From an optimization exercise on the open Yosys and OpenROAD flow, aimed at small area, a short achievable clock period and few clock cycles per item; shortcuts taken in it are not production practice.
RTL that was checked went through simulation tests only; none was proved equivalent to the original.
The RTL of runs 1 to 3 and 6 was laid out without a check of its function.
Power is estimated from default activity; no workload was simulated.

## design/flow/flow/run.sh

```bash
#!/bin/bash
# The standard layout, except that each port gets the smallest buffer
# (buf_1) instead of the one buffer_ports picks by default.
set -euo pipefail
export BUFFER_PORTS_ARGS="-buffer_cell sky130_fd_sc_hd__buf_1"
bash standard.sh finish > standard_flow.log 2>&1
```

## design/flow/standard.sh

```bash
#!/bin/bash
# synth_recipe.tcl (not shown) runs the flow's synth.tcl, then flattens the netlist and writes it again
# the make line also repeats each setting of config.mk as NAME=value (left out here)
make -C /OpenROAD-flow-scripts/flow DESIGN_CONFIG=/design/flow/config.mk WORK_HOME=/design/flow/orfs CLKGATE_MAP_FILE= SYNTH_SCRIPT=/design/flow/synth_recipe.tcl "${@:-finish}"
```

## design/flow/config.mk

```make
export PLATFORM = sky130hd
export DESIGN_NAME = vpu_sp_top
export DESIGN_NICKNAME = vpu_sp_top
export VERILOG_FILES = /design/flow/design.v
export SDC_FILE = /design/flow/constraint.sdc
export NUM_CORES = 4
export LEC_CHECK = 0
export CAP_MARGIN = 20
export CORE_MARGIN = 2
export CORE_UTILIZATION = 40
export CTS_BUF_LIST = sky130_fd_sc_hd__clkbuf_8
export CTS_CLUSTER_DIAMETER = 80
export CTS_CLUSTER_SIZE = 16
export SLEW_MARGIN = 75
```

## design/flow/constraint.sdc

```tcl
create_clock -name core_clock -period 11.0 [get_ports {clk}]
set_input_delay 2.2000 -clock core_clock [delete_from_list [all_inputs] [get_ports {clk}]]
set_output_delay 2.2000 -clock core_clock [all_outputs]
set_load 0.01 [all_outputs]
```

## design/flow/design.v

```verilog
package vpu_sp_pkg;
  typedef logic [6:0] sp_size_t;
  typedef struct packed {
    logic                    enable;
    logic [1:0]              tilesize;
    logic [8:0]              x;
    logic [7:0]              y;
    logic [2-1:0] tile_bank;
    logic [8-1:0]  tile_idx;
    logic                    pal_mode;
    logic [1:0]              pal_bank;
    logic [3:0]              pal_no;
  } sp_attr_t;
  typedef struct packed {
    logic       valid;
    logic       last;
    logic [8:0] x;
    logic       pal_mode;
    logic [1:0] pal_bank;
    logic [3:0] pal_no;
    logic [7:0] idx;
  } sp_pix_t;
  typedef struct packed {
    logic [7:0] a;
    logic [7:0] r;
    logic [7:0] g;
    logic [7:0] b;
  } sp_argb_t;
  function automatic sp_size_t sp_size(input logic [1:0] tilesize);
    sp_size = 8 << tilesize;
  endfunction
endpackage
package vpu_mem_pkg;
  typedef struct packed {
    logic                     en;
    logic [4-1:0] addr;
  } param_req_t;
  typedef struct packed {
    logic                    en;
    logic [16-1:0] addr;
  } tile_req_t;
  typedef struct packed {
    logic                   en;
    logic [10-1:0] addr;
  } pal_req_t;
  typedef struct packed {
    logic                  rd_en;
    logic [8-1:0] rd_addr;
    logic                  wr_en;
    logic [8-1:0] wr_addr;
    logic [31:0]           wdata;
  } lb_req_t;
endpackage
`timescale 1ns/100ps
module vpu_sp_mix (
  input  logic [7:0] x0,
  input  logic [7:0] x1,
  input  logic [7:0] sel,
  input  logic       keep,
  output logic [9:0] hi_a,
  output logic [9:0] hi_b,
  output logic       c6
);
  logic [7:0] m [8];
  logic       inc;
  logic [15:0] ra;
  logic [15:0] rb;
  logic [7:0]  lo;
  always_comb begin
    for (int i = 0; i < 8; i++) m[i] = sel[i] ? x1 : x0;
    inc = keep && (m[0] != 8'd0);
  end
  logic w1, w2, w3, w4, w5, w6, w7, w8, w9, w10, w11, w12, w13, w14, w15, w16, w17, w18, w19, w20, w21, w22, w23, w24, w25, w26, w27, w28, w29, w30, w31, w32, w33, w34, w35, w36, w37, w38, w39, w40, w41, w42, w43, w44, w45, w46, w47, w48, w49, w50, w51, w52, w53, w54, w55, w56, w57, w58, w59, w60, w61, w62, w63, w64, w65, w66, w67, w68, w69, w70, w71, w72, w73, w74, w75, w76, w77, w78, w79, w80, w81, w82, w83, w84;
  assign w1 = m[0][6] ^ m[1][5];
  assign w2 = m[0][6] & m[1][5];
  assign w3 = (m[0][7] ^ m[1][6]) ^ m[2][5];
  assign w4 = (m[0][7] & m[2][5]) | (m[1][6] & (m[0][7] | m[2][5]));
  assign w5 = m[3][4] ^ m[4][3];
  assign w6 = m[3][4] & m[4][3];
  assign w7 = (m[1][7] ^ m[2][6]) ^ m[3][5];
  assign w8 = (m[1][7] & m[3][5]) | (m[2][6] & (m[1][7] | m[3][5]));
  assign w9 = (m[4][4] ^ m[5][3]) ^ m[6][2];
  assign w10 = (m[4][4] & m[6][2]) | (m[5][3] & (m[4][4] | m[6][2]));
  assign w11 = (m[2][7] ^ m[3][6]) ^ m[4][5];
  assign w12 = (m[2][7] & m[4][5]) | (m[3][6] & (m[2][7] | m[4][5]));
  assign w13 = m[0][4] ^ m[1][3];
  assign w14 = m[0][4] & m[1][3];
  assign w15 = (m[0][5] ^ m[1][4]) ^ m[2][3];
  assign w16 = (m[0][5] & m[2][3]) | (m[1][4] & (m[0][5] | m[2][3]));
  assign w17 = m[3][2] ^ m[4][1];
  assign w18 = m[3][2] & m[4][1];
  assign w19 = (w1 ^ m[2][4]) ^ m[3][3];
  assign w20 = (w1 & m[3][3]) | (m[2][4] & (w1 | m[3][3]));
  assign w21 = (m[4][2] ^ m[5][1]) ^ m[6][0];
  assign w22 = (m[4][2] & m[6][0]) | (m[5][1] & (m[4][2] | m[6][0]));
  assign w23 = (w2 ^ w3) ^ w5;
  assign w24 = (w2 & w5) | (w3 & (w2 | w5));
  assign w25 = (m[5][2] ^ m[6][1]) ^ m[7][0];
  assign w26 = (m[5][2] & m[7][0]) | (m[6][1] & (m[5][2] | m[7][0]));
  assign w27 = (w4 ^ w6) ^ w7;
  assign w28 = (w4 & w7) | (w6 & (w4 | w7));
  assign w29 = (w9 ^ m[7][1]) ^ inc;
  assign w30 = (w9 & inc) | (m[7][1] & (w9 | inc));
  assign w31 = (w8 ^ w10) ^ w11;
  assign w32 = (w8 & w11) | (w10 & (w8 | w11));
  assign w33 = (m[5][4] ^ m[6][3]) ^ m[7][2];
  assign w34 = (m[5][4] & m[7][2]) | (m[6][3] & (m[5][4] | m[7][2]));
  assign w35 = (w12 ^ m[3][7]) ^ m[4][6];
  assign w36 = (w12 & m[4][6]) | (m[3][7] & (w12 | m[4][6]));
  assign w37 = (m[5][5] ^ m[6][4]) ^ m[7][3];
  assign w38 = (m[5][5] & m[7][3]) | (m[6][4] & (m[5][5] | m[7][3]));
  assign w39 = (m[4][7] ^ m[5][6]) ^ m[6][5];
  assign w40 = (m[4][7] & m[6][5]) | (m[5][6] & (m[4][7] | m[6][5]));
  assign w41 = m[0][3] ^ m[1][2];
  assign w42 = m[0][3] & m[1][2];
  assign w43 = (w13 ^ m[2][2]) ^ m[3][1];
  assign w44 = (w13 & m[3][1]) | (m[2][2] & (w13 | m[3][1]));
  assign w45 = (w14 ^ w15) ^ w17;
  assign w46 = (w14 & w17) | (w15 & (w14 | w17));
  assign w47 = (w16 ^ w18) ^ w19;
  assign w48 = (w16 & w19) | (w18 & (w16 | w19));
  assign w49 = (w20 ^ w22) ^ w23;
  assign w50 = (w20 & w23) | (w22 & (w20 | w23));
  assign w51 = (w24 ^ w26) ^ w27;
  assign w52 = (w24 & w27) | (w26 & (w24 | w27));
  assign w53 = (w28 ^ w30) ^ w31;
  assign w54 = (w28 & w31) | (w30 & (w28 | w31));
  assign w55 = (w32 ^ w34) ^ w35;
  assign w56 = (w32 & w35) | (w34 & (w32 | w35));
  assign w57 = (w36 ^ w38) ^ w39;
  assign w58 = (w36 & w39) | (w38 & (w36 | w39));
  assign w59 = (w40 ^ m[5][7]) ^ m[6][6];
  assign w60 = (w40 & m[6][6]) | (m[5][7] & (w40 | m[6][6]));
  assign w61 = m[0][2] ^ m[1][1];
  assign w62 = m[0][2] & m[1][1];
  assign w63 = (w41 ^ m[2][1]) ^ m[3][0];
  assign w64 = (w41 & m[3][0]) | (m[2][1] & (w41 | m[3][0]));
  assign w65 = (w42 ^ w43) ^ m[4][0];
  assign w66 = (w42 & m[4][0]) | (w43 & (w42 | m[4][0]));
  assign w67 = (w44 ^ w45) ^ m[5][0];
  assign w68 = (w44 & m[5][0]) | (w45 & (w44 | m[5][0]));
  assign w69 = (w46 ^ w47) ^ w21;
  assign w70 = (w46 & w21) | (w47 & (w46 | w21));
  assign w71 = (w48 ^ w49) ^ w25;
  assign w72 = (w48 & w25) | (w49 & (w48 | w25));
  assign w73 = (w50 ^ w51) ^ w29;
  assign w74 = (w50 & w29) | (w51 & (w50 | w29));
  assign w75 = (w52 ^ w53) ^ w33;
  assign w76 = (w52 & w33) | (w53 & (w52 | w33));
  assign w77 = (w54 ^ w55) ^ w37;
  assign w78 = (w54 & w37) | (w55 & (w54 | w37));
  assign w79 = (w56 ^ w57) ^ m[7][4];
  assign w80 = (w56 & m[7][4]) | (w57 & (w56 | m[7][4]));
  assign w81 = (w58 ^ w59) ^ m[7][5];
  assign w82 = (w58 & m[7][5]) | (w59 & (w58 | m[7][5]));
  assign w83 = (w60 ^ m[6][7]) ^ m[7][6];
  assign w84 = (w60 & m[7][6]) | (m[6][7] & (w60 | m[7][6]));
  assign ra = {1'b0, w84, w82, w80, w78, w76, w74, w72, w70, w68, w66, w64, w62, w61, m[0][1], m[0][0]};
  assign rb = {1'b0, m[7][7], w83, w81, w79, w77, w75, w73, w71, w69, w67, w65, w63, m[2][0], m[1][0], 1'b0};
  assign lo   = {2'b0, ra[5:0]} + {2'b0, rb[5:0]};
  assign c6   = lo[6];
  assign hi_a = ra[15:6];
  assign hi_b = rb[15:6];
endmodule
module vpu_sp_color_merge (
  input  logic [31:0] src,
  input  logic [31:0] dst,
  input  logic [7:0]  a_n,
  input  logic        a_zero,
  input  logic        a_full,
  output logic [7:0]  res_a,
  output logic [59:0] hi,
  output logic [2:0]  c6
);
  logic [8:0] a_sum;
  assign a_sum      = {1'b0, dst[31:24]} + {1'b0, src[31:24]};
  assign res_a = a_zero ? dst[31:24] : a_full ? 8'd255 : a_sum[8:1];
  vpu_sp_mix u_r (.x0(dst[23:16]), .x1(src[23:16]), .sel(src[31:24]), .keep(a_zero | a_full), .hi_a(hi[59:50]), .hi_b(hi[49:40]), .c6(c6[2]));
  vpu_sp_mix u_g (.x0(src[15:8]),   .x1(dst[15:8]),  .sel(a_n),        .keep(a_zero | a_full), .hi_a(hi[39:30]), .hi_b(hi[29:20]), .c6(c6[1]));
  vpu_sp_mix u_b (.x0(dst[7:0]),    .x1(src[7:0]),   .sel(src[31:24]), .keep(a_zero | a_full), .hi_a(hi[19:10]), .hi_b(hi[9:0]), .c6(c6[0]));
endmodule
`timescale 1ns/100ps
module vpu_sp (
  input  logic                   clk,
  input  logic                   rst_n,
  input  logic                   line_start,
  input  logic [7:0]             line_y,
  output logic                   busy,
  output logic                   line_done,
  output vpu_mem_pkg::param_req_t param_req,
  input  logic [31:0]            param_rdata,
  output vpu_mem_pkg::tile_req_t tile_req,
  input  logic [7:0]             tile_rdata,
  output vpu_mem_pkg::pal_req_t  pal_req,
  input  logic [31:0]            pal_rdata,
  output vpu_mem_pkg::lb_req_t   lb_req,
  input  vpu_sp_pkg::sp_argb_t   lb_rdata
);
  logic       accept;
  logic [7:0] cur_y;
  logic [2:0] f_idx;       
  logic       f_word;      
  logic       f_req;       
  logic       f_done;      
  logic       w0_arr;      
  logic       w1_arr;      
  logic [1:0] w_s;
  logic [7:0] w_x;
  logic [5:0] w_oy;        
  logic       w_oyb;       
  logic [1:0] w_yh;        
  logic       k_act;
  logic [1:0] k_bank;
  logic [7:0] k_t;
  logic [2:0] k_oyr;
  logic [2:0] k_oxr;
  logic [2:0] k_oxh;
  logic [1:0] k_s;
  logic [7:0] k_x;
  logic       k_took;      
  logic       p1_v;
  logic       p1_f;        
  logic       p2_f;
  logic [7:0] p1_x;
  logic [6:0] p1_pal;
  logic       p2_v;
  logic [9:0] p2_pal_addr;
  logic [7:0] p2_x;
  logic       p3_v;
  logic [7:0] p3_x;
  logic       p4_v;
  logic [7:0] p4_x;
  logic [31:0] p4_src;
  logic [31:0] p4_dst;
  logic [7:0] p4_an;       
  logic       p4_az;
  logic       p4_af;
  logic       p5_v;
  logic [7:0] p5_x;
  logic [7:0] p5_a;
  logic [59:0] p5_hi;
  logic [2:0] p5_c6;
  logic       p6_v;
  logic [7:0] p6_x;
  logic [31:0] p6_res;
  assign accept = !busy && line_start;
  logic [8:0] oy9;
  logic       vis_y;
  logic [2:0] oy_hi_mask;
  always_comb begin
    oy9 = {{1'b0, cur_y[7:6]} - {1'b0, w_yh} - {2'd0, w_oyb}, w_oy};
    case (w_s)
      2'd0: oy_hi_mask = 3'b111;
      2'd1: oy_hi_mask = 3'b110;
      2'd2: oy_hi_mask = 3'b100;
      default: oy_hi_mask = 3'b000;
    endcase
    vis_y = !oy9[8] && (oy9[7:6] == 2'b00) && ((oy9[5:3] & oy_hi_mask) == 3'b000);
  end
  logic       k_last;
  logic       k_free;
  logic       hazard;
  logic       take;
  logic       skip;        
  logic       next_sp;     
  logic [8:0] k_dx;
  always_comb begin
    logic [2:0] oxh_mask;
    case (k_s)
      2'd0: oxh_mask = 3'b000;
      2'd1: oxh_mask = 3'b001;
      2'd2: oxh_mask = 3'b011;
      default: oxh_mask = 3'b111;
    endcase
    k_last  = (k_x == 8'd255) || ((k_oxr == 3'd7) && ((k_oxh & oxh_mask) == oxh_mask));
    k_free  = !k_act || k_last;
    k_dx    = {1'b0, k_x} - {1'b0, w_x};
    hazard  = (k_act || p1_v || p2_v || p3_v)
           && (k_took || p1_f || p2_f || (!k_dx[8] && k_dx[7:3] == 5'd0 && k_dx[2:0] != 3'd7));
    take    = w1_arr && vis_y && k_free && !hazard;
    skip    = (w0_arr && (!param_rdata[31] || param_rdata[16])) || (w1_arr && !vis_y);
    next_sp = take || skip;
  end
  always_ff @(posedge clk) begin
    if (!rst_n) begin
      busy      <= 1'b0;
      line_done <= 1'b0;
      f_req     <= 1'b0;
      f_done    <= 1'b0;
      w0_arr    <= 1'b0;
      w1_arr    <= 1'b0;
      k_act     <= 1'b0;
      k_took    <= 1'b0;
      p1_v      <= 1'b0;
      p1_f      <= 1'b0;
      p2_f      <= 1'b0;
      p2_v      <= 1'b0;
      p3_v      <= 1'b0;
      p4_v      <= 1'b0;
      p5_v      <= 1'b0;
      p6_v      <= 1'b0;
    end else begin
      line_done <= 1'b0;
      w0_arr    <= f_req && !f_word;
      w1_arr    <= f_req && f_word && !next_sp;
      if (accept) begin
        busy   <= 1'b1;
        f_req  <= 1'b1;
        f_done <= 1'b0;
      end else if (busy && f_done && !k_act && !p1_v && !p2_v && !p3_v && !p4_v && !p5_v) begin
        busy      <= 1'b0;
        line_done <= 1'b1;
      end
      if (next_sp && f_idx == 3'd7) begin
        f_req  <= 1'b0;
        f_done <= 1'b1;
      end
      if (take)                 k_act <= 1'b1;
      else if (k_act && k_last) k_act <= 1'b0;
      k_took <= take;
      p1_v <= k_act;
      p1_f <= k_took;
      p2_f <= p1_f;
      p2_v <= p1_v;
      p3_v <= p2_v;
      p4_v <= p3_v;
      p5_v <= p4_v;
      p6_v <= p5_v;
    end
  end
  always_ff @(posedge clk) begin
    if (accept) begin
      cur_y  <= line_y;
      f_idx  <= 3'd0;
      f_word <= 1'b0;
    end else if (f_req) begin
      if (next_sp) begin
        f_idx  <= f_idx + 3'd1;
        f_word <= 1'b0;
      end else begin
        f_word <= 1'b1;
      end
    end
    if (w0_arr) begin
      w_s <= param_rdata[25:24];
      w_x <= param_rdata[15:8];
      {w_oyb, w_oy} <= {1'b0, cur_y[5:0]} - {1'b0, param_rdata[5:0]};
      w_yh <= param_rdata[7:6];
    end
    if (k_free) begin
      k_bank <= param_rdata[29:28];
      k_t    <= param_rdata[23:16] + ({5'd0, oy9[5:3]} << w_s);
      k_oyr  <= oy9[2:0];
      k_oxr  <= 3'd0;
      k_oxh  <= 3'd0;
      k_s    <= w_s;
    end else begin
      k_oxr <= k_oxr + 3'd1;
      if (k_oxr == 3'd7) begin
        k_t   <= k_t + 8'd1;
        k_oxh <= k_oxh + 3'd1;
      end
    end
    if (take)        k_x <= w_x;
    else if (!k_free) k_x <= k_x + 8'd1;
    p1_x   <= k_x;
    if (k_took) p1_pal <= {param_rdata[6], param_rdata[5:4], param_rdata[3:0]};
    p2_x        <= p1_x;
    p2_pal_addr <= p1_pal[6] ? {p1_pal[5:4], p1_pal[3:0], tile_rdata[3:0]}
                             : {p1_pal[5:4], tile_rdata};
    p3_x   <= p2_x;
    p4_x   <= p3_x;
    p4_src <= pal_rdata;
    p4_dst <= lb_rdata;
    p4_an  <= ~pal_rdata[31:24];
    p4_az  <= (pal_rdata[31:24] == 8'd0);
    p4_af  <= (pal_rdata[31:24] == 8'd255);
    p5_x   <= p4_x;
    p5_a   <= blend_a;
    p5_hi  <= blend_hi;
    p5_c6  <= blend_c6;
    p6_x   <= p5_x;
    p6_res <= {p5_a, blend_r[9:2], blend_g[9:2], blend_b[9:2]};
  end
  logic [7:0]  blend_a;
  logic [59:0] blend_hi;
  logic [2:0]  blend_c6;
  logic [9:0]  blend_r;
  logic [9:0]  blend_g;
  logic [9:0]  blend_b;
  assign blend_r = p5_hi[59:50] + p5_hi[49:40] + {9'd0, p5_c6[2]};
  assign blend_g = p5_hi[39:30] + p5_hi[29:20] + {9'd0, p5_c6[1]};
  assign blend_b = p5_hi[19:10] + p5_hi[9:0]   + {9'd0, p5_c6[0]};
  vpu_sp_color_merge u_color_merge (
    .src (p4_src),
    .dst (p4_dst),
    .a_n    (p4_an),
    .a_zero (p4_az),
    .a_full (p4_af),
    .res_a  (blend_a),
    .hi     (blend_hi),
    .c6     (blend_c6)
  );
  assign param_req.en   = f_req;
  assign param_req.addr = {f_idx, f_word};
  assign tile_req.en    = k_act;
  assign tile_req.addr  = {k_bank, k_t, k_oyr, k_oxr};
  assign pal_req.en     = p2_v;
  assign pal_req.addr   = p2_pal_addr;
  assign lb_req.rd_en   = p2_v;
  assign lb_req.rd_addr = p2_x;
  assign lb_req.wr_en   = p6_v;
  assign lb_req.wr_addr = p6_x;
  assign lb_req.wdata   = p6_res;
endmodule
`timescale 1ns/100ps
module vpu_sp_top (
  input  logic        clk,
  input  logic        rst_n,
  input  logic        line_start,
  input  logic [7:0]  line_y,
  output logic        busy,
  output logic        line_done,
  output logic        param_req_en,
  output logic [3:0]  param_req_addr,
  input  logic [31:0] param_rdata,
  output logic        tile_req_en,
  output logic [15:0] tile_req_addr,
  input  logic [7:0]  tile_rdata,
  output logic        pal_req_en,
  output logic [9:0]  pal_req_addr,
  input  logic [31:0] pal_rdata,
  output logic        lb_rd_en,
  output logic [7:0]  lb_rd_addr,
  output logic        lb_wr_en,
  output logic [7:0]  lb_wr_addr,
  output logic [31:0] lb_wdata,
  input  logic [31:0] lb_rdata
);
  vpu_mem_pkg::param_req_t param_req;
  vpu_mem_pkg::tile_req_t  tile_req;
  vpu_mem_pkg::pal_req_t   pal_req;
  vpu_mem_pkg::lb_req_t    lb_req;
  vpu_sp u_sp (
    .clk         (clk),
    .rst_n       (rst_n),
    .line_start  (line_start),
    .line_y      (line_y),
    .busy        (busy),
    .line_done   (line_done),
    .param_req   (param_req),
    .param_rdata (param_rdata),
    .tile_req    (tile_req),
    .tile_rdata  (tile_rdata),
    .pal_req     (pal_req),
    .pal_rdata   (pal_rdata),
    .lb_req      (lb_req),
    .lb_rdata    (lb_rdata)
  );
  assign param_req_en   = param_req.en;
  assign param_req_addr = param_req.addr;
  assign tile_req_en    = tile_req.en;
  assign tile_req_addr  = tile_req.addr;
  assign pal_req_en     = pal_req.en;
  assign pal_req_addr   = pal_req.addr;
  assign lb_rd_en       = lb_req.rd_en;
  assign lb_rd_addr     = lb_req.rd_addr;
  assign lb_wr_en       = lb_req.wr_en;
  assign lb_wr_addr     = lb_req.wr_addr;
  assign lb_wdata       = lb_req.wdata;
endmodule
```

==> results of run 1 <==
flip-flops by register name, summed over array words and instances, names as in the netlist, 6 cells and up:
signal,count
u_sp.w_oy,6
u_sp.p6_res,32
u_sp.k_x,8
u_sp.w_x,8
u_sp.p5_x,8
u_sp.p4_dst,32
u_sp.p2_pal_addr,10
u_sp.p4_an,8
u_sp.p1_pal,7
u_sp.p4_src,32
u_sp.p3_x,8
u_sp.p5_a,8
u_sp.p5_hi,54
u_sp.p1_x,8
u_sp.cur_y,8
u_sp.p4_x,8
u_sp.p2_x,8
u_sp.k_t,8
u_sp.p6_x,8
final cells by class:
cell class / instances / area, um^2 / share of cell area
multi-input cells: 747 / 7680 / 0.448
flip-flops and latches: 312 / 6850 / 0.400
repair buffers: 207 / 816 / 0.0476
inverters: 177 / 669 / 0.0391
well taps: 511 / 639 / 0.0373
clock buffers: 26 / 358 / 0.0209
clock inverters: 19 / 120 / 0.00701
kinds of logic after synthesis:
logic type / share of synthesized area
DFF: 0.447
buffers and inverters: 0.0538
adders and majority gates: 0.224
muxes: 0.137
and+or+nand+nor: 0.0528
AOI/OAI and AO/OA: 0.0571
xor gates and xnor gates: 0.0281
worst paths after layout:
check                                             end  slack, ps  cells after the start
worst max-delay path                     param_req_en       7470                      1
worst min register to register   u_sp.p6_x[6]$_DFF_P_        330                      0
worst max register to register  u_sp.k_x[1]$_DFFE_PP_       7680                     10
worst min-delay path             u_sp.p6_x[6]$_DFF_P_        330                      0
layer usage:
metal / up-vias / share of wire / track usage
met5: - / 0.00083 / 0
met4: 4 / 0.031 / 0.0506
met3: 58 / 0.058 / 0.0386
met2: 196 / 0.47 / 0.273
met1: 4598 / 0.44 / 0.208
li1: 4629 / - / -
placed cells by master (no fill, tap or decap), types with 15 or more instances in the layout:
cell,instances
a21oi_1,57
and2_1,15
buf_1,197
clkbuf_8,26
dfxtp_1,235
dfxtp_2,17
edfxtp_1,57
fa_1,114
ha_1,91
inv_1,184
mux2_2,93
mux2i_1,103
nand2_1,20
nor2_1,37
o21ai_0,23
xnor2_1,29
xor2_1,20
through the flow:
stage | std cells | setup slack [ps] | cell area, um^2
floorplan | 1274 | 7270 | 15300
global placement | 1949 | 6910 | 16500
detailed placement | 1952 | 6890 | 16600
CTS | 1997 | 7430 | 17100
global route | 1999 | 7380 | 17100
finish | 1999 | 7470 | 17100
power by group through the flow:
stage                     Combinational (uW)  Clock, uW  Sequential (uW)
after global placement                   952          0             1480
after floorplan                          721          0             1480
after global routing                    1150        704             1480
after CTS                                991        661             1460
after detailed placement                 983          0             1490
final                                    978        626             1460
==> impl_results.md, run 1 <==
- Dpl hpwl: 23.6 mm
- Crit Path Max Fanout: 9
- Crit path max-delay family: flip-flops
- Period utilization: 0.321
- Ys Warns: 3
- Clock power frac: 0.204
- Cells along the critical path: buf_1
- Grt total ovfl: 0
- Vias: between 9000 and 10000
- Slew @ Worst Pin: around 350 ps
- Reg clk slew, reported paths: roughly 110 ps
- Power per cell area: 179 nW/um^2
- # nets final: 1791
- Synth top area share: 0.335
- Max_cap viols: 0
- TritonCTS Sinks: between 300 and 400
- Status: timing/DRC/antenna clean
- Critical path buffer and inverter count: 1
- Number of vias per cell: 4.74
- Longest Clk Path Bufs: 3
- Dominant cells by area after synthesis: dfxtp_1, fa_1, edfxtp_1
- Synth-to-Final Area Change: 12.3%
- First-pass GRT wire length: ~51 mm
- Clk root buf: clkbuf_8
- Initial antenna violation count: 2
- Min-Delay Path Class: reg2reg
- TritonCTS Buffers: 26
- Vias in the first global route: roughly 9900
- Fin. Hold Viols: 0
- CP max-delay cell: dfxtp_1
- Max stage delay on crit path: between 500 and 600 ps
- CTS tree: done
- Final wirelength: 31.5 mm
- Gate Count Post-Synth: 1274
- Clock latency (worst-skew pair): 620 ps
- PortBufs: around 200
- Worst Min Path Start: u_sp.p5_x[6]$_DFF_P_
- Critical path type: reg2out
- FF-to-FF Start: u_sp.k_x[0]$_DFFE_PP_
- Count leader, synth: dfxtp_1
- Synth unique cells: 54
- Gr usage total: 0.163
- Filler cell count: 3492
- Fin crit period: 3530 ps
- # rows: 71
- CP Launch Point: u_sp.f_req$_SDFFE_PP0P_
- Max H-tree Level: 1
- Crit end category: primary output
- Number of slew-limit violations in the final report: 0
- Endpoints failing setup: 0
- Resized cells post-CTS: 0
- Starting Density: 0.406
- Setup repair bufs after CTS: 0
- Post-CTS Hold Fix Bufs: 0
- Startpoint Class: flop
- Ys async rst share: 0
- Ant diodes: 0
- Avg WL per Cell: approximately 16 um
- Io pins: 200
- Drt first-iter violations: 392
- Drt drc: 0
- Placer congestion estimate: 0.797
- Total power after layout: 3060 uW
- DIE WIDTH: 199 um
- Max frequency: 0.284 GHz
- Peak VDD IR: 0.107 mV
- Synthesis-stage register bit count: 312
- Net Sw Power: 1010 uW
- Commonest cells in the netlist: dfxtp_1, inv_1, fa_1
- Clock skew: 19.1 ps
- Core ar.: 37600 um^2
- Die footprint: about 40000 um^2
- P_leak: 0.00751 uW
- Synthesized area: around 15000 um^2
- Comb pwr share: 0.319
- Post-Syn Nets: 1594
- Avg Synthesized Cell Area: approximately 12 um^2
- Synth area leader: dfxtp_1
- Fin util: 0.456
- Final ANT Viol Nets: 0
- Post-synth EDFFs: 57
- Reg power frac: 0.477
- CP required: 8800 ps
- Primary FF master, synth: dfxtp_1
- Slew Limit Headroom: 0.762
- Share of cells above drive strength 1: 0.123
- Switching part of the total: 0.329
- First-pass detailed-route iteration total: 4
- Hold WS: 327 ps
- Internal Dissipation: ~2000 uW
- Worst Path Arrival: 1330 ps
- Setup TNS: 0 ps
- Largest net degree at the start of global routing: 24
- RSZ-0062 raised after global routing: false
- Die height: 199 um
- Register area share after synthesis: 0.447
==> run 2, diff against run 1 <==
--- a/design/flow/config.mk
+++ b/design/flow/config.mk
@@ -6,4 +6,5 @@
 export NUM_CORES = 4
 export LEC_CHECK = 0
+export ABC_AREA = 1
 export CAP_MARGIN = 20
 export CORE_MARGIN = 2
==> run 2 against run 1 <==
Compared with the run above: area after synthesis decreased by 0.30%; wire length grew 2.6%; clock power grew 8.3%; register-to-register slack gained 80 ps; first-iteration DRC count is 47% higher; clock skew up 2.4 ps; sequential share of layout area about the same; count of clock-buffer cells in the layout is 1 higher; combinational power grew 1%; critical path type unchanged; largest power group unchanged.
==> impl_results.md, run 2 <==
- Status: timing/DRC/antenna clean
- Synthesis-stage register bit count: 312 (unchanged)
- Largest net degree at the start of global routing: 35 (+46%)
- Post-CTS Hold Fix Bufs: 0 (unchanged)
- Adder-Cell Fraction of Synth Area: 0.225 (+0.000664)
- Avg WL per Cell: 13.8 um (-12%)
- Synth area leader: dfxtp_1
- Vias in the first global route: 10800 (+8.5%)
- Fin util: 0.456 (about the same)
- Final wirelength: 32.3 mm (+2.6%)
- Ys Warns: 3 (unchanged)
- Number of vias per cell: 4.62 (-2.6%)
- Post-Syn Nets: 1938 (+22%)
- Synth unique cells: 37 (-31%)
- Crit Path Max Fanout: 4 (-5)
- Synth-to-Final Area Change: 12.6%
- Compound-Gate Fraction of Synth Area: 0.106 (+0.0485)
- Xor-xnor portion of the synthesized cell area: 0.0225 (-0.00567)
- Slew Limit Headroom: 0.755 (-0.00620)
- Number of slew-limit violations in the final report: 0 (unchanged)
- Peak VDD IR: 0.113 mV (+5.6%)
- Critical path buffer and inverter count: 1 (unchanged)
- Placer congestion estimate: 0.829 (+4.0%)
- Clk root buf: clkbuf_8
- Max frequency: 0.288 GHz (+1.6%)
- Post-synth EDFFs: 57 (unchanged)
- Commonest cells in the netlist: nand2_1, inv_1, dfxtp_1
- CP max-delay cell: edfxtp_1
- Synthesized area: 15200 um^2 (-0.30%)
- Power per cell area: 182 nW/um^2 (+1.6%)
- Clock latency (worst-skew pair): 620 ps (about the same)
- Register area share after synthesis: 0.448 (+0.00132)
- Avg Synthesized Cell Area: 9.40 um^2 (-21%)
- Dominant cells by area after synthesis: dfxtp_1, fa_1, edfxtp_1
- Setup TNS: 0 ps (unchanged)
- Worst setup margin: 7530 ps (+54.2 ps)
- Longest Clk Path Bufs: 3 (unchanged)
- Startpoint Class: flop
- Synth top area share: 0.336 (+0.000991)
- Max FFs per register: 54 (unchanged)
- RSZ-0062 raised after global routing: false
- Most frequent cells in the layout: nand2_1, inv_1, dfxtp_1
- Share of cells above drive strength 1: 0.0449 (-0.0781)
- Initial antenna violation count: 4 (+2)
- First-pass detailed-route iteration total: 5 (+1)
- Final ANT Viol Nets: 0 (unchanged)
- Setup repair bufs after CTS: 0 (unchanged)
- Min-Delay Path Class: reg2reg
- Crit end category: primary output
- PortBufs: 196 (unchanged)
- Fin. Hold Viols: 0 (unchanged)
- Slew @ Worst Pin: 367 ps (+12.0 ps)
- Gr usage total: 0.168 (+0.00512)
- Endpoints failing setup: 0 (unchanged)
- DIE WIDTH: 199 um (-0.14%)
- TritonCTS Buffers: 27 (+3.8%)
- CP required: 8800 ps (about the same)
- Drt drc: 0 (unchanged)
- Drt first-iter violations: 575 (+47%)
- Place WS: 6950 ps (+57.5 ps)
- First-pass GRT wire length: 52.8 mm (+3.0%)
- Non-Filler Instances: 2341 (+17%)
- Grt total ovfl: 0 (unchanged)
- Gate Count Post-Synth: 1618 (+27%)
- Core ar.: 37600 um^2 (unchanged)
- Io pins: 200 (unchanged)
- Max_cap viols: 0 (unchanged)
- Cells along the critical path: buf_1
- Starting Density: 0.405 (-0.00120)
- Crit path max-delay family: flip-flops
- TritonCTS Sinks: 312 (unchanged)
- Most common cell after layout, fill and taps aside: nand2_1
- # rows: 71 (unchanged)
- # nets final: 2133 (+19%)
- Primary FF master, synth: dfxtp_1
- Vias: 10800 (+14%)
- Die footprint: 39600 um^2 (-0.29%)
- P_leak: 0.00789 uW (+5.1%)
- Critical path type: reg2out
- Resized cells post-CTS: 0 (unchanged)
- CTS tree: done
- Max stage delay on crit path: 430 ps (-80 ps)
- Total power after layout: 3110 uW (+1.5%)
- Largest family of logic cells by synthesized area: adder cells
- Dpl hpwl: 25.0 mm (+5.9%)
- Fin crit period: 3470 ps (-54.2 ps)
- Clock skew: 21.5 ps (+2.42 ps)
- Die height: 199 um (-0.14%)
- Placed cell count: 2293 (+17%)
- Worst Path Arrival: 1270 ps (-60 ps)
- Period utilization: 0.316 (-0.00493)
- Largest Register: u_sp.p5_hi
- Count leader, synth: nand2_1
- Max H-tree Level: 1 (unchanged)
- Ys async rst share: 0 (unchanged)
- Simple-Gate Fraction of Synth Area: 0.113 (+0.0603)
- Post-synthesis mux area share: 0.00296 (-0.134)
- Reg clk slew, reported paths: 100 ps (about the same)
## run 2: cell count changes in the layout (fill, tap and decap cells not counted), moves of 14 or more
cell     before  now
o21ai_0      23  196
and2_1       15    1
xnor2_1      29    9
nor2_1       37   55
o21ai_1       3   25
mux2i_1     103    0
nand2_1      20  302
inv_1       184  295
nor2b_1      14    0
mux2_2       93    4
## run 2: final cells by class
class / count / area, um^2
fillers: 3707 / 20500
inverters: 291 / 1090
multi-input cells: 975 / 7190
clock buffers: 27 / 372
clock inverters: 17 / 151
repair buffers: 206 / 840
well taps: 511 / 639
flip-flops and latches: 312 / 6840
diodes: 2 / 5.00
## run 2: routing by layer
layer | vias up | share of wire | track usage
met1 | 5044 | 0.43 | 0.208
met5 | - | 0.00084 | 0
met3 | 50 | 0.068 | 0.0456
li1 | 5502 | - | -
met2 | 219 | 0.47 | 0.286
met4 | 4 | 0.026 | 0.0500
## run 2: kinds of logic after synthesis
kind of cell,after synthesis
AND/OR/NAND/NOR,423
buffers and inverters,331
flip-flops,312
AO/OA/AOI/OAI,304
adder cells (fa/ha/maj),205
XOR/XNOR,39
multiplexers,4
## run 2: report_power, final
part / leakage (uW) / switching [uW] / internal [uW]
clock network: 0.000291 / 410 / 267
logic: 0.00492 / 570 / 421
registers: 0.00269 / 79.0 / 1360
total: 0.00789 / 1060 / 2050
## run 2: worst paths after layout
check | startpoint | slack, ps | cells after the start | end
max | u_sp.k_t[3]$_DFFE_PP_ | 7530 | 1 | tile_req_addr[9]
min | u_sp.p5_x[7]$_DFF_P_ | 330 | 0 | u_sp.p6_x[7]$_DFF_P_
max reg2reg | u_sp.p4_dst[13]$_DFF_P_ | 7760 | 10 | u_sp.p5_c6[1]$_DFF_P_
min reg2reg | u_sp.p5_x[7]$_DFF_P_ | 330 | 0 | u_sp.p6_x[7]$_DFF_P_
## run 2: through the flow
step,cell area (um^2),hold slack [ps]
floorplan,15200,310
global placement,16500,310
detailed placement,16500,312
CTS,17100,333
global route,17100,338
finish,17100,330
==> run 3, diff against run 2 <==
--- a/design/flow/config.mk
+++ b/design/flow/config.mk
@@ -6,5 +6,5 @@
 export NUM_CORES = 4
 export LEC_CHECK = 0
-export ABC_AREA = 1
+export ABC_CLOCK_PERIOD_IN_PS = 3500
 export CAP_MARGIN = 20
 export CORE_MARGIN = 2
==> run 3 against run 2 <==
Compared with the run above: worst hold slack worse by 2.6 ps; die area up 0.29%; core utilization hardly changed; critical path depth unchanged; synthesized cell count down 21%; final area hardly changed; clock power down 7.7%.
==> impl_results.md, run 3 <==
- Resized cells post-CTS: 0 (unchanged)
- Synthesis-stage register bit count: 312 (unchanged)
- Largest Register: u_sp.p5_hi
- Max stage delay on crit path: 510 ps (+80 ps)
- Drt first-iter violations: 392 (-32%)
- P_leak: 0.00751 uW (-4.9%)
- Dominant cells by area after synthesis: dfxtp_1, fa_1, edfxtp_1
- Fin area: 17100 um^2 (about the same)
- CP Launch Point: u_sp.f_req$_SDFFE_PP0P_
- Post-synth EDFFs: 57 (unchanged)
- First-pass detailed-route iteration total: 4 (-1)
- TritonCTS Sinks: 312 (unchanged)
- Final wirelength: 31.5 mm (-2.6%)
- Fin crit period: 3530 ps (+54.2 ps)
- Avg WL per Cell: 15.7 um (+14%)
- Count leader, synth: dfxtp_1
- Flop2flop setup slack: 7680 ps (-80 ps)
- R2r worst-path depth: 10 (unchanged)
- Post-CTS Hold Fix Bufs: 0 (unchanged)
- Hold WS: 327 ps (-2.64 ps)
- RR Endpoint: u_sp.k_x[1]$_DFFE_PP_
- Slew @ Worst Pin: 355 ps (-12.0 ps)
- Largest net degree at the start of global routing: 24 (-31%)
- Placed cell count: 1952 (-15%)
- Commonest cells in the netlist: dfxtp_1, inv_1, fa_1
- Crit end category: primary output
- Primary FF master, synth: dfxtp_1
- PortBufs: 196 (unchanged)
- DP Area: 16600 um^2 (+0.39%)
- First-pass GRT wire length: 51.3 mm (-2.9%)
- Slew Limit Headroom: 0.762 (+0.00620)
- Synthesized area: 15300 um^2 (+0.30%)
- Startpoint Class: flop
- Clk root buf: clkbuf_8
- Critical path type: reg2out
- TritonCTS Buffers: 26 (-3.7%)
- Vias: 9485 (-12%)
- # nets final: 1791 (-16%)
- Number of slew-limit violations in the final report: 0 (unchanged)
- Peak VDD IR: 0.107 mV (-5.3%)
- Period utilization: 0.321 (+0.00493)
- Crit path depth: 1 (unchanged)
- Max FFs per register: 54 (unchanged)
- Synth area leader: dfxtp_1
- Starting Density: 0.406 (+0.00120)
- Share of cells above drive strength 1: 0.123 (+0.0781)
- Longest Clk Path Bufs: 3 (unchanged)
- Max_cap viols: 0 (unchanged)
- Clock skew: 19.1 ps (-2.42 ps)
- Power per cell area: 179 nW/um^2 (-1.5%)
- Endpoints failing setup: 0 (unchanged)
- Die height: 199 um (+0.14%)
- Io pins: 200 (unchanged)
- Max H-tree Level: 1 (unchanged)
- Crit path max-delay family: flip-flops
- # rows: 71 (unchanged)
- Reg clk slew, reported paths: 110 ps (about the same)
- Critical path buffer and inverter count: 1 (unchanged)
- Die footprint: 39700 um^2 (+0.29%)
- Non-Filler Instances: 1999 (-15%)
- Gate Count Post-Synth: 1274 (-21%)
- CTS tree: done
- Dpl hpwl: 23.6 mm (-5.6%)
- Crit Path Max Fanout: 9 (+5)
- RSZ-0062 raised after global routing: false
- Placer congestion estimate: 0.797 (-3.8%)
- Register area share after synthesis: 0.447 (-0.00132)
- Min-Delay Path Class: reg2reg
- Number of vias per cell: 4.74 (+2.7%)
- Gr usage total: 0.163 (-0.00512)
- Final ANT Viol Nets: 0 (unchanged)
- CP required: 8800 ps (about the same)
- Max frequency: 0.284 GHz (-1.5%)
- FF-to-FF Start: u_sp.k_x[0]$_DFFE_PP_
- Initial antenna violation count: 2 (-2)
- Avg Synthesized Cell Area: 12.0 um^2 (+27%)
- Crit path capture: param_req_en
- Clock latency (worst-skew pair): 620 ps (about the same)
- Vias in the first global route: 9918 (-7.8%)
- Synth-to-Final Area Change: 12.3%
- Ys async rst share: 0 (unchanged)
- Synth unique cells: 54 (+46%)
- Ant diodes: 0 (-2)
- DIE WIDTH: 199 um (+0.14%)
- Status: timing/DRC/antenna clean
- Most frequent cells in the layout: dfxtp_1, buf_1, inv_1
- Cells along the critical path: buf_1
- Synth top area share: 0.335 (-0.000991)
- Setup repair bufs after CTS: 0 (unchanged)
- CP max-delay cell: dfxtp_1
- Fin. Hold Viols: 0 (unchanged)
- Post-Syn Nets: 1594 (-18%)
- Worst Path Arrival: 1330 ps (+60 ps)
- Grt total ovfl: 0 (unchanged)
- Setup TNS: 0 ps (unchanged)
- Ys Warns: 3 (unchanged)
- Core ar.: 37600 um^2 (unchanged)
- Drt drc: 0 (unchanged)
- Most common cell after layout, fill and taps aside: dfxtp_1
==> run 3: cell types whose count changed after synthesis, sizes merged, moves of 14 or more <==
cell | previous run | this run
o21ai | 221 | 26
mux2 | 4 | 94
inv | 291 | 176
xnor2 | 9 | 29
nand2 | 307 | 20
nor2b | 0 | 14
nor2 | 57 | 38
and2 | 1 | 15
mux2i | 0 | 103
==> run 3: worst min-delay path by stage <==
stage	slack (ps)	cells past startpoint	start	end
finish	330	0	u_sp.p5_x[6]$_DFF_P_	u_sp.p6_x[6]$_DFF_P_
global route	340	0	u_sp.p1_x[0]$_DFF_P_	u_sp.p2_x[0]$_DFF_P_
CTS	320	0	u_sp.p5_x[6]$_DFF_P_	u_sp.p6_x[6]$_DFF_P_
detailed placement	310	0	u_sp.p5_x[5]$_DFF_P_	u_sp.p6_x[5]$_DFF_P_
global placement	310	0	u_sp.p3_x[5]$_DFF_P_	u_sp.p4_x[5]$_DFF_P_
floorplan	310	0	u_sp.p1_x[0]$_DFF_P_	u_sp.p2_x[0]$_DFF_P_
==> run 3: cells by family after synthesis <==
family | share of synthesized area
buffers and inverters | 0.0538
AND/OR/NAND/NOR | 0.0528
multiplexers | 0.137
adder cells (fa/ha/maj) | 0.224
XOR/XNOR | 0.0281
flip-flops | 0.447
AO/OA/AOI/OAI | 0.0571
==> run 3: layer usage <==
layer,GRT usage,share of wire,vias up
met5,0,0.00083,-
met2,0.273,0.47,196
li1,-,-,4629
met3,0.0386,0.058,58
met4,0.0506,0.031,4
met1,0.208,0.44,4598
==> run 3: layout make-up <==
cell class	count	area (um^2)
clock inverter	19	120
inverter	177	669
clock buffer	26	358
multi-input combinational	747	7680
sequential	312	6850
timing repair buffer	207	816
tap	511	639
fill	3492	20400
==> run 3: power by group <==
group          switching (uW)  internal (uW)
Clock                     395            231
Sequential               96.0           1360
Combinational             519            459
==> run 3: per-stage QoR <==
stage / setup WS [ps] / total power, uW / util
final: 7470 / 3060 / 0.456
after global routing: 7380 / 3340 / 0.456
after CTS: 7430 / 3110 / 0.455
after detailed placement: 6890 / 2470 / 0.442
after global placement: 6910 / 2440 / 0.440
after floorplan: 7270 / 2200 / -
==> run 4, diff against run 3 <==
--- a/design/flow/design.v
+++ b/design/flow/design.v
@@ -202,4 +202,5 @@
   logic       f_word;      
   logic       f_req;       
+  logic       f_on;        
   logic       f_done;      
   logic       w0_arr;      
@@ -245,4 +246,5 @@
   logic [31:0] p6_res;
   assign accept = !busy && line_start;
+  assign f_on   = busy && !f_done;
   logic [8:0] oy9;
   logic       vis_y;
@@ -302,6 +304,6 @@
     end else begin
       line_done <= 1'b0;
-      w0_arr    <= f_req && !f_word;
-      w1_arr    <= f_req && f_word && !next_sp;
+      w0_arr    <= f_on && !f_word;
+      w1_arr    <= f_on && f_word && !next_sp;
       if (accept) begin
         busy   <= 1'b1;
@@ -334,5 +336,5 @@
       f_idx  <= 3'd0;
       f_word <= 1'b0;
-    end else if (f_req) begin
+    end else if (f_on) begin
       if (next_sp) begin
         f_idx  <= f_idx + 3'd1;
==> design/flow/config.mk (replaced) <==
export PLATFORM = sky130hd
export DESIGN_NAME = vpu_sp_top
export DESIGN_NICKNAME = vpu_sp_top
export VERILOG_FILES = /design/flow/design.v
export SDC_FILE = /design/flow/constraint.sdc
export NUM_CORES = 4
export LEC_CHECK = 0
export ABC_AREA = 1
export CAP_MARGIN = 20
export CORE_MARGIN = 2
export CORE_UTILIZATION = 40
export CTS_CLUSTER_DIAMETER = 100
export CTS_CLUSTER_SIZE = 25
export SLEW_MARGIN = 75
==> run 4 against run 3 <==
Compared with the run above: fmax grew 3.0%; first-iteration DRC count grew 12%; combinational power shrank 0.6%; count of clock-buffer cells in the layout shrank 3; final area is essentially flat; critical path depth grew 11; worst setup slack gained 100 ps; largest cell class unchanged; largest power group unchanged; global-route usage grew 0.050 points; wire length is essentially flat; area after synthesis shrank 0.38%; clock skew grew 1.1 ps.
==> impl_results.md, run 4 <==
- Reg clk slew, reported paths: 100 ps (about the same)
- Power per cell area: 182 nW/um^2 (+1.7%)
- Critical path buffer and inverter count: 2 (+1)
- Initial antenna violation count: 2 (unchanged)
- Avg WL per Cell: 13.6 um (-14%)
- RSZ-0062 raised after global routing: false
- Primary FF master, synth: dfxtp_1
- Max stage delay on crit path: 390 ps (-120 ps)
- Synthesis-stage register bit count: 312 (unchanged)
- Io pins: 200 (unchanged)
- Placed cell count: 2280 (+17%)
- Gate Count Post-Synth: 1601 (+26%)
- Crit path max-delay family: adder cells
- # nets final: 2109 (+18%)
- TritonCTS Sinks: 312 (unchanged)
- Clk root buf: clkbuf_16
- Max H-tree Level: 1 (unchanged)
- Endpoints failing setup: 0 (unchanged)
- Fin crit period: 3420 ps (-102 ps)
- Longest Clk Path Bufs: 3 (unchanged)
- Die footprint: 39600 um^2 (-0.37%)
- Simple-Gate Fraction of Synth Area: 0.108 (+0.0555)
- Slew @ Worst Pin: 374 ps (+19.2 ps)
- Peak VDD IR: 0.123 mV (+15%)
- Max_cap viols: 0 (unchanged)
- Placer congestion estimate: 0.856 (+7.4%)
- Dominant cells by area after synthesis: dfxtp_1, fa_1, edfxtp_1
- Number of slew-limit violations in the final report: 0 (unchanged)
- Share of cells above drive strength 1: 0.0423 (-0.0807)
- Period utilization: 0.311 (-0.00926)
- Number of vias per cell: 4.60 (-3.1%)
- Min-Delay Path Class: reg2reg
- Die height: 199 um (-0.18%)
- Synth area leader: dfxtp_1
- Ys Warns: 3 (unchanged)
- Largest family of logic cells by synthesized area: adder cells
- # rows: 71 (unchanged)
- Crit Path Max Fanout: 2 (-7)
- Dpl hpwl: 24.5 mm (+3.9%)
- Vias: 10600 (+12%)
- First-pass detailed-route iteration total: 5 (+1)
- Startpoint Class: input port
- Crit end category: flop
- Avg Synthesized Cell Area: 9.49 um^2 (-21%)
- CP required: 11280 ps (+2480 ps)
- Cells along the critical path: buf_1, ha_1, inv_1, fa_1, nor2_1, o21ai_0, nand2_1, a21oi_1, o21bai_1, nand2_1, nand2_1, o21ai_0
- Worst path most repeated cell: nand2_1
- Clock skew: 20.2 ps (+1.08 ps)
- Slew Limit Headroom: 0.748 (-0.0136)
- Drt drc: 0 (unchanged)
- Synth top area share: 0.336 (+0.00127)
- Setup TNS: 0 ps (unchanged)
- Register area share after synthesis: 0.448 (+0.00169)
- Fin. Hold Viols: 0 (unchanged)
- Max FFs per register: 54 (unchanged)
- Post-synthesis mux area share: 0.00296 (-0.134)
- Critical path type: in2reg
- Ys async rst share: 0 (unchanged)
- First-pass GRT wire length: 51.6 mm (+0.74%)
- Synth-to-Final Area Change: 12.8%
- Starting Density: 0.404 (-0.00153)
- Compound-Gate Fraction of Synth Area: 0.107 (+0.0502)
- PortBufs: 196 (unchanged)
- Fin util: 0.456 (about the same)
- Non-Filler Instances: 2312 (+16%)
- Max frequency: 0.292 GHz (+3.0%)
- Gr usage total: 0.163 (+0.000505)
- Final ANT Viol Nets: 0 (unchanged)
- Core ar.: 37600 um^2 (unchanged)
- Most frequent cells in the layout: nand2_1, inv_1, dfxtp_1
- Post-CTS Hold Fix Bufs: 0 (unchanged)
- CTS tree: done
- Clock latency (worst-skew pair): 520 ps (-100 ps)
- DIE WIDTH: 199 um (-0.18%)
- Vias in the first global route: 10700 (+7.9%)
- Largest Register: u_sp.p5_hi
- Count leader, synth: nand2_1
- Status: timing/DRC/antenna clean
- CP max-delay cell: fa_1
- Most common cell after layout, fill and taps aside: nand2_1
- DP Area: 16500 um^2 (-0.38%)
- Commonest cells in the netlist: nand2_1, inv_1, dfxtp_1
- Adder-Cell Fraction of Synth Area: 0.225 (+0.000849)
- Setup repair bufs after CTS: 0 (unchanged)
- Resized cells post-CTS: 0 (unchanged)
- Drt first-iter violations: 438 (+12%)
- Worst Path Arrival: 3710 ps (+2380 ps)
- Post-Syn Nets: 1921 (+21%)
- TritonCTS Buffers: 17 (-35%)
- Largest net degree at the start of global routing: 35 (+46%)
- Xor-xnor portion of the synthesized cell area: 0.0254 (-0.00277)
- Synthesized area: 15200 um^2 (-0.38%)
- Post-synth EDFFs: 57 (unchanged)
- Flop2flop setup slack: 7790 ps (+110 ps)
- Fin area: 17200 um^2 (about the same)
- P_leak: 0.00783 uW (+4.2%)
- Final wirelength: 31.5 mm (about the same)
- Synth unique cells: 44 (-19%)
- Grt total ovfl: 0 (unchanged)
==> run 4: cell types whose count changed after synthesis, moves of 14 or more <==
cell,before,now
nand2_1,20,304
o21ai_0,25,216
inv_1,176,285
mux2i_1,103,0
mux2_2,93,4
xnor2_1,29,13
and2_1,15,1
nor2b_1,14,0
==> run 4: through the flow <==
step / hold slack [ps] / total power [uW] / setup WS (ps)
5_1_grt: 341 / 3400 / 7340
6_report: 328 / 3120 / 7580
3_5_place_dp: 312 / 2450 / 6990
2_1_floorplan: 310 / 2180 / 7350
3_3_place_gp: 310 / 2420 / 7040
4_1_cts: 329 / 3180 / 7570
==> run 4: worst paths after layout <==
kind,from,to,cells after the start
min,u_sp.p5_a[5]$_DFF_P_,u_sp.p6_res[29]$_DFF_P_,0
max,param_rdata[16],u_sp.k_t[6]$_DFFE_PP_,12
min reg2reg,u_sp.p5_a[5]$_DFF_P_,u_sp.p6_res[29]$_DFF_P_,0
max reg2reg,u_sp.p4_src[24]$_DFF_P_,u_sp.p5_c6[0]$_DFF_P_,11
==> run 4: worst register-to-register path, delay by kind of cell (launching register included) <==
family | cells | cell delay (ps)
buffers and inverters | 3 | 380
adders and majority gates | 4 | 1870
AOI/OAI and AO/OA | 3 | 430
and+or+nand+nor | 1 | 90
DFF | 1 | 310
==> run 4: cell type report <==
| type | instances | area, um^2 |
|---|---|---|
| clock buffer | 23 | 468 |
| multi-input combinational | 963 | 7190 |
| fill | 3579 | 20400 |
| antenna | 3 | 7.51 |
| sequential | 312 | 6830 |
| clock inverter | 5 | 81.3 |
| inverter | 287 | 1080 |
| tap | 511 | 639 |
| timing repair buffer | 208 | 853 |
==> run 4: cell families after synthesis <==
family / after synthesis
DFF: 312
xor gates and xnor gates: 44
muxes: 4
AOI/OAI and AO/OA: 307
adders and majority gates: 205
buffers and inverters: 326
and+or+nand+nor: 403
==> run 4: power by group <==
| part | switching (uW) | leakage, uW | internal (uW) |
|---|---|---|---|
| Clock | 381 | 0.000269 | 333 |
| Combinational | 560 | 0.00487 | 411 |
| Sequential | 73.2 | 0.00269 | 1360 |
| Total | 1010 | 0.00783 | 2110 |
==> run 4: metal layers <==
| metal | up-vias | wire length [um] | share of wire | global-route usage |
|---|---|---|---|---|
| li1 | 5446 | - | - | - |
| met1 | 4945 | 13500 | 0.43 | 0.198 |
| met2 | 206 | 14900 | 0.47 | 0.284 |
| met3 | 38 | 2350 | 0.075 | 0.0453 |
| met4 | 0 | 712 | 0.023 | 0.0445 |
| met5 | - | 0 | 0 | 0 |
Testbench counts of run 4, summed over its fixed seeds: cycles 50,398, lines 512.
==> run 5, diff against run 4 <==
--- a/design/flow/config.mk
+++ b/design/flow/config.mk
@@ -10,5 +10,6 @@
 export CORE_MARGIN = 2
 export CORE_UTILIZATION = 40
-export CTS_CLUSTER_DIAMETER = 100
-export CTS_CLUSTER_SIZE = 25
+export CTS_BUF_LIST = sky130_fd_sc_hd__clkbuf_8
+export CTS_CLUSTER_DIAMETER = 80
+export CTS_CLUSTER_SIZE = 16
 export SLEW_MARGIN = 75
==> run 5 against run 4 <==
Compared with the run above: die area stayed put; count of clock-buffer cells in the layout is 3 higher; via count hardly changed; wire length hardly changed; power is 1.5% lower; sequential power hardly changed; first-iteration DRC count is 1.8% higher; worst hold slack better by 1.8 ps; synthesized cell count stayed put.
==> impl_results.md, run 5 <==
- Max_cap viols: 0 (unchanged)
- Endpoints failing setup: 0 (unchanged)
- Count leader, synth: nand2_1
- Avg Synthesized Cell Area: 9.49 um^2 (unchanged)
- Placer congestion estimate: 0.856 (unchanged)
- Max H-tree Level: 1 (unchanged)
- Post-Syn Nets: 1921 (unchanged)
- First-pass GRT wire length: 51.7 mm (about the same)
- Clock latency (worst-skew pair): 600 ps (+80 ps)
- Ys Warns: 3 (unchanged)
- Setup TNS: 0 ps (unchanged)
- # nets final: 2118 (+0.43%)
- Dpl hpwl: 24.5 mm (unchanged)
- Startpoint Class: flop
- Reg clk slew, reported paths: 100 ps (about the same)
- Synth area leader: dfxtp_1
- Grt total ovfl: 0 (unchanged)
- First-pass detailed-route iteration total: 5 (unchanged)
- Synthesis-stage register bit count: 312 (unchanged)
- TritonCTS Sinks: 312 (unchanged)
- PortBufs: 196 (unchanged)
- Commonest cells in the netlist: nand2_1, inv_1, dfxtp_1
- Post-synth EDFFs: 57 (unchanged)
- Synth top area share: 0.336 (unchanged)
- Worst Path Arrival: 1250 ps (-2460 ps)
- Slew @ Worst Pin: 377 ps (+3.47 ps)
- CP max-delay cell: edfxtp_1
- Dominant cells by area after synthesis: dfxtp_1, fa_1, edfxtp_1
- Cells along the critical path: buf_1
- Die footprint: 39600 um^2 (unchanged)
- Clk root buf: clkbuf_8
- Initial antenna violation count: 2 (unchanged)
- Synthesized area: 15200 um^2 (unchanged)
- Period utilization: 0.314 (+0.00223)
- Ys async rst share: 0 (unchanged)
- Vias in the first global route: 10700 (+0.42%)
- Most common cell after layout, fill and taps aside: nand2_1
- Number of slew-limit violations in the final report: 0 (unchanged)
- Critical path type: reg2out
- Number of vias per cell: 4.58 (-0.54%)
- Gr usage total: 0.163 (about the same)
- Final wirelength: 31.5 mm (about the same)
- Avg WL per Cell: 13.6 um (-0.48%)
- Drt first-iter violations: 446 (+1.8%)
- Largest net degree at the start of global routing: 35 (unchanged)
- Peak VDD IR: 0.116 mV (-5.1%)
- Largest Register: u_sp.p5_hi
- Min-Delay Path Class: reg2reg
- Core ar.: 37600 um^2 (unchanged)
- Power per cell area: 180 nW/um^2 (-1.2%)
- WHS Path Cells: 0 (unchanged)
- Synth-to-Final Area Change: 12.6%
- Crit Path Max Fanout: 4 (+2)
- Status: timing/DRC/antenna clean
- Resized cells post-CTS: 0 (unchanged)
- Most frequent cells in the layout: nand2_1, inv_1, dfxtp_1
- Share of cells above drive strength 1: 0.0481 (+0.00580)
- Register area share after synthesis: 0.448 (unchanged)
- Vias: 10600 (-0.019%)
- Max FFs per register: 54 (unchanged)
- CTS tree: done
- Crit end category: primary output
- Fin crit period: 3450 ps (+24.5 ps)
- Primary FF master, synth: dfxtp_1
- Max stage delay on crit path: 410 ps (+20 ps)
- Crit path depth: 1 (-11)
- Longest Clk Path Bufs: 3 (unchanged)
- Clock skew: 21.5 ps (+1.32 ps)
- Starting Density: 0.404 (unchanged)
- Io pins: 200 (unchanged)
- # rows: 71 (unchanged)
- Fin area: 17100 um^2 (-0.23%)
- TritonCTS Buffers: 26 (+9)
- Synth unique cells: 44 (unchanged)
- Fin. Hold Viols: 0 (unchanged)
- P_leak: 0.00784 uW (+0.17%)
- RSZ-0062 raised after global routing: false
- Setup repair bufs after CTS: 0 (unchanged)
- DIE WIDTH: 199 um (unchanged)
- Drt drc: 0 (unchanged)
- Post-CTS Hold Fix Bufs: 0 (unchanged)
- Slew Limit Headroom: 0.746 (-0.00234)
- R2r worst-path depth: 11 (unchanged)
- Max frequency: 0.290 GHz (-0.71%)
- Gate Count Post-Synth: 1601 (unchanged)
- DP Area: 16500 um^2 (unchanged)
- Final ANT Viol Nets: 0 (unchanged)
- Die height: 199 um (unchanged)
- Critical path buffer and inverter count: 1 (-1)
- CP required: 8800 ps (-2480 ps)
- Crit path max-delay family: flip-flops
==> run 5: metrics by stage <==
step	setup WS, ps	power, uW	hold slack (ps)	cells	utilization
final	7550	3080	330	2324	0.455
after global routing	7430	3350	327	2321	0.455
after CTS	7490	3130	328	2320	0.454
after detailed placement	6990	2450	312	2280	0.440
after global placement	7040	2420	310	2278	0.438
after floorplan	7350	2180	310	1601	-
==> run 5: per-layer routing <==
| metal | global-route usage | wire [um] | vias up |
|---|---|---|---|
| li1 | - | - | 5463 |
| met4 | 0.0470 | 822 | 0 |
| met1 | 0.196 | 13500 | 4898 |
| met2 | 0.282 | 14800 | 225 |
| met3 | 0.0495 | 2380 | 47 |
| met5 | 0 | 0 | - |
==> run 5: worst paths after layout <==
kind                                   to                    start  slack, ps
setup / recovery         tile_req_addr[9]    u_sp.k_t[3]$_DFFE_PP_       7550
hold / removal    u_sp.p6_res[29]$_DFF_P_     u_sp.p5_a[5]$_DFF_P_        330
setup reg to reg    u_sp.p5_c6[0]$_DFF_P_  u_sp.p4_src[24]$_DFF_P_       7800
hold reg to reg   u_sp.p6_res[29]$_DFF_P_     u_sp.p5_a[5]$_DFF_P_        330
==> run 5: area by class of cell <==
cell class                 count  area, um^2
tap                          511         639
inverter                     287        1080
clock buffer                  26         358
timing repair buffer         208         853
antenna                        3        7.51
clock inverter                14         153
sequential                   312        6830
fill                        3603       20500
multi-input combinational    963        7190
==> run 5: logic make-up (layout without fill, tap and decap cells) <==
family,count (synthesis),count (layout),synth area share
buffers and inverters,326,535,0.0826
AND/OR/NAND/NOR,403,403,0.108
other,0,3,0
XOR/XNOR,44,44,0.0254
AO/OA/AOI/OAI,307,307,0.107
multiplexers,4,4,0.00296
flip-flops,312,312,0.448
adder cells (fa/ha/maj),205,205,0.225
==> run 5: report_power, final <==
group,internal (uW),switching (uW)
sequential,1360,72.9
combinational,412,562
clock,277,390
==> run 6, diff against run 5 <==
--- a/design/flow/design.v
+++ b/design/flow/design.v
@@ -166,5 +166,4 @@
   input  logic [31:0] src,
   input  logic [31:0] dst,
-  input  logic [7:0]  a_n,
   input  logic        a_zero,
   input  logic        a_full,
@@ -177,5 +176,5 @@
   assign res_a = a_zero ? dst[31:24] : a_full ? 8'd255 : a_sum[8:1];
   vpu_sp_mix u_r (.x0(dst[23:16]), .x1(src[23:16]), .sel(src[31:24]), .keep(a_zero | a_full), .hi_a(hi[59:50]), .hi_b(hi[49:40]), .c6(c6[2]));
-  vpu_sp_mix u_g (.x0(src[15:8]),   .x1(dst[15:8]),  .sel(a_n),        .keep(a_zero | a_full), .hi_a(hi[39:30]), .hi_b(hi[29:20]), .c6(c6[1]));
+  vpu_sp_mix u_g (.x0(dst[15:8]),   .x1(src[15:8]),  .sel(src[31:24]),        .keep(a_zero | a_full), .hi_a(hi[39:30]), .hi_b(hi[29:20]), .c6(c6[1]));
   vpu_sp_mix u_b (.x0(dst[7:0]),    .x1(src[7:0]),   .sel(src[31:24]), .keep(a_zero | a_full), .hi_a(hi[19:10]), .hi_b(hi[9:0]), .c6(c6[0]));
 endmodule
@@ -234,5 +233,4 @@
   logic [31:0] p4_src;
   logic [31:0] p4_dst;
-  logic [7:0] p4_an;       
   logic       p4_az;
   logic       p4_af;
@@ -375,5 +373,4 @@
     p4_src <= pal_rdata;
     p4_dst <= lb_rdata;
-    p4_an  <= ~pal_rdata[31:24];
     p4_az  <= (pal_rdata[31:24] == 8'd0);
     p4_af  <= (pal_rdata[31:24] == 8'd255);
@@ -397,5 +394,4 @@
     .src (p4_src),
     .dst (p4_dst),
-    .a_n    (p4_an),
     .a_zero (p4_az),
     .a_full (p4_af),
==> run 6 against run 5 <==
Compared with the run above: still clean on timing, DRC and antenna; area after synthesis decreased by 1.2%; count of clock-buffer cells in the layout rose by 1; wire length decreased by 2.4%; non-clock buffer count is 2 lower; register-to-register slack got worse by 90 ps; power shrank 2.1%; final area fell by 1.8%; critical path depth unchanged; core utilization rose by 0.15 points; worst setup slack better by 1.2 ps; largest power group unchanged; highest routed layer is now met5.
==> impl_results.md, run 6 <==
- Status: timing/DRC/antenna clean
- Dpl hpwl: 23.3 mm (-4.9%)
- Avg Synthesized Cell Area: 9.41 um^2 (-0.90%)
- TritonCTS Sinks: 304 (-2.6%)
- Fin. Hold Viols: 0 (unchanged)
- Max_cap viols: 0 (unchanged)
- CP required: 8800 ps (about the same)
- Max H-tree Level: 1 (unchanged)
- Area occupied by multi-input gates: 7170 um^2 (-0.26%)
- Largest net degree at the start of global routing: 51 (+46%)
- Cells along the critical path: buf_1
- Crit Path Max Fanout: 4 (unchanged)
- Crit end category: primary output
- Vias in the first global route: 10600 (-1.5%)
- TritonCTS Buffers: 26 (unchanged)
- Initial antenna violation count: 2 (unchanged)
- Critical path type: reg2out
- Dominant cells by area after synthesis: dfxtp_1, fa_1, edfxtp_1
- Setup TNS: 0 ps (unchanged)
- Largest Register: u_sp.p5_hi
- Worst setup margin: 7550 ps (+1.22 ps)
- Post-synth EDFFs: 57 (unchanged)
- Endpoints failing setup: 0 (unchanged)
- Number of slew-limit violations in the final report: 0 (unchanged)
- # nets final: 2103 (-0.71%)
- Max frequency: 0.290 GHz (about the same)
- Avg WL per Cell: 13.6 um (+0.10%)
- R2r worst-path depth: 9 (-2)
- Die footprint: 39100 um^2 (-1.2%)
- Startpoint Class: flop
- Power per cell area: 179 nW/um^2 (-0.29%)
- Worst Path Arrival: 1250 ps (about the same)
- Core ar.: 36800 um^2 (-2.1%)
- Placer congestion estimate: 0.838 (-2.1%)
- WHS Path Cells: 0 (unchanged)
- Synth top area share: 0.329 (-0.00655)
- Setup repair bufs after CTS: 0 (unchanged)
- Longest Clk Path Bufs: 3 (unchanged)
- Hold WS: 328 ps (-1.96 ps)
- Synthesized area: 15000 um^2 (-1.2%)
- Commonest cells in the netlist: nand2_1, inv_1, dfxtp_1
- Filler cell count: 3565 (-1.1%)
- Synth unique cells: 38 (-14%)
- CP max-delay cell: edfxtp_1
- Final ANT Viol Nets: 0 (unchanged)
- DIE WIDTH: 198 um (-0.60%)
- Crit path depth: 1 (unchanged)
- Gr usage total: 0.162 (-0.00158)
- Drt first-iter violations: 481 (+7.8%)
- Starting Density: 0.408 (+0.00371)
- # rows: 70 (-1.4%)
- Crit path max-delay family: flip-flops
- Post-CTS Hold Fix Bufs: 0 (unchanged)
- Place WS: 7010 ps (+20.9 ps)
- First-pass detailed-route iteration total: 5 (unchanged)
- Clock latency (worst-skew pair): 600 ps (about the same)
- Max FFs per register: 54 (unchanged)
- Clock skew: 26.9 ps (+5.42 ps)
- P_leak: 0.00771 uW (-1.6%)
- Synthesis-stage register bit count: 304 (-2.6%)
- Sequential Area: 6660 um^2 (-2.5%)
- Primary FF master, synth: dfxtp_1
- Max stage delay on crit path: 470 ps (+60 ps)
- Synth-to-Final Area Change: 11.9%
- PortBufs: 196 (unchanged)
- Slew Limit Headroom: 0.763 (+0.0176)
- Ys Warns: 3 (unchanged)
- Die height: 198 um (-0.60%)
- Gate Count Post-Synth: 1596 (-0.31%)
- Io pins: 200 (unchanged)
- CTS tree: done
- Clk root buf: clkbuf_8
- Reg clk slew, reported paths: 100 ps (about the same)
- Share of cells above drive strength 1: 0.0401 (-0.00798)
- Peak VDD IR: 0.0941 mV (-19%)
- Resized cells post-CTS: 0 (unchanged)
- Final wirelength: 30.7 mm (-2.4%)
- Ys async rst share: 0 (unchanged)
- RSZ-0062 raised after global routing: false
- Period utilization: 0.313 (about the same)
- Register area share after synthesis: 0.443 (-0.00517)
- Number of vias per cell: 4.67 (+2.1%)
- Synth area leader: dfxtp_1
- Min-Delay Path Class: reg2reg
- Most common cell after layout, fill and taps aside: nand2_1
- First-pass GRT wire length: 50.7 mm (-1.9%)
- Fin crit period: 3450 ps (-1.22 ps)
- Drt drc: 0 (unchanged)
- Grt total ovfl: 0 (unchanged)
- Count leader, synth: nand2_1
- Post-Syn Nets: 1916 (-0.26%)
- Critical path buffer and inverter count: 1 (unchanged)
- Slew @ Worst Pin: 351 ps (-26.1 ps)
- Vias: 10600 (-0.48%)
- Most frequent cells in the layout: nand2_1, inv_1, dfxtp_1
==> run 6: cell count changes after synthesis, sizes merged, moves of 3 or more <==
cell	change
nor2	+6
inv	-7
a21oi	-3
dfxtp	-8
clkbuf	+9
==> run 6: cell type report <==
cell class | count | share of cell area
clock buffers | 27 | 0.0221
clock inverters | 14 | 0.00663
repair buffers | 206 | 0.0508
diodes | 1 | 0.000149
well taps | 468 | 0.0348
inverters | 279 | 0.0623
flip-flops and latches | 304 | 0.396
multi-input cells | 966 | 0.427
==> run 6: worst paths after layout <==
check                           slack [ps]               endpoint               startpoint
worst min-delay path                   330   u_sp.p6_x[2]$_DFF_P_     u_sp.p5_x[2]$_DFF_P_
worst max register to register        7710  u_sp.p5_c6[2]$_DFF_P_  u_sp.p4_src[24]$_DFF_P_
worst min register to register         330   u_sp.p6_x[2]$_DFF_P_     u_sp.p5_x[2]$_DFF_P_
worst max-delay path                  7550       tile_req_addr[6]    u_sp.k_t[0]$_DFFE_PP_
==> run 6: cells by family (layout without fill, tap and decap cells) <==
logic type                 Yosys count  count (layout)  synth area share
xor gates and xnor gates            46              46            0.0268
buffers and inverters              326             526            0.0827
adders and majority gates          205             205             0.228
and+or+nand+nor                    409             409             0.111
DFF                                304             304             0.443
muxes                                4               4           0.00300
other                                0               1                 0
AOI/OAI and AO/OA                  302             302             0.105
==> run 6: power by group <==
group / total, uW / switching, uW / internal (uW) / leakage (uW)
registers: 1400 / 67.4 / 1330 / 0.00262
clock network: 625 / 386 / 239 / 0.000269
logic: 988 / 575 / 413 / 0.00483
==> run 6: stage by stage <==
stage	instance area [um^2]	instances	util	power, uW
after CTS	16800	2264	0.456	3070
after detailed placement	16300	2223	0.443	2420
after global placement	16200	2222	0.441	2400
after global routing	16800	2264	0.457	3300
final	16800	2265	0.457	3010
after floorplan	15000	1596	-	2150
==> run 6: per-layer routing <==
| layer | track usage | wire length (um) | up-vias |
|---|---|---|---|
| li1 | - | - | 5425 |
| met1 | 0.201 | 13300 | 4858 |
| met2 | 0.281 | 14700 | 255 |
| met3 | 0.0407 | 2170 | 42 |
| met4 | 0.0412 | 503 | 2 |
| met5 | 0 | 13 | - |

Re-timed with assumed drivers on the ports (clkbuf_16 on the clock, buf_2 on other inputs), run 6 has 7.505 ns of setup slack against 7.552 ns with ideal ports, and 7.060 ns once port delays also move by the mid clock arrival of 0.637 ns.
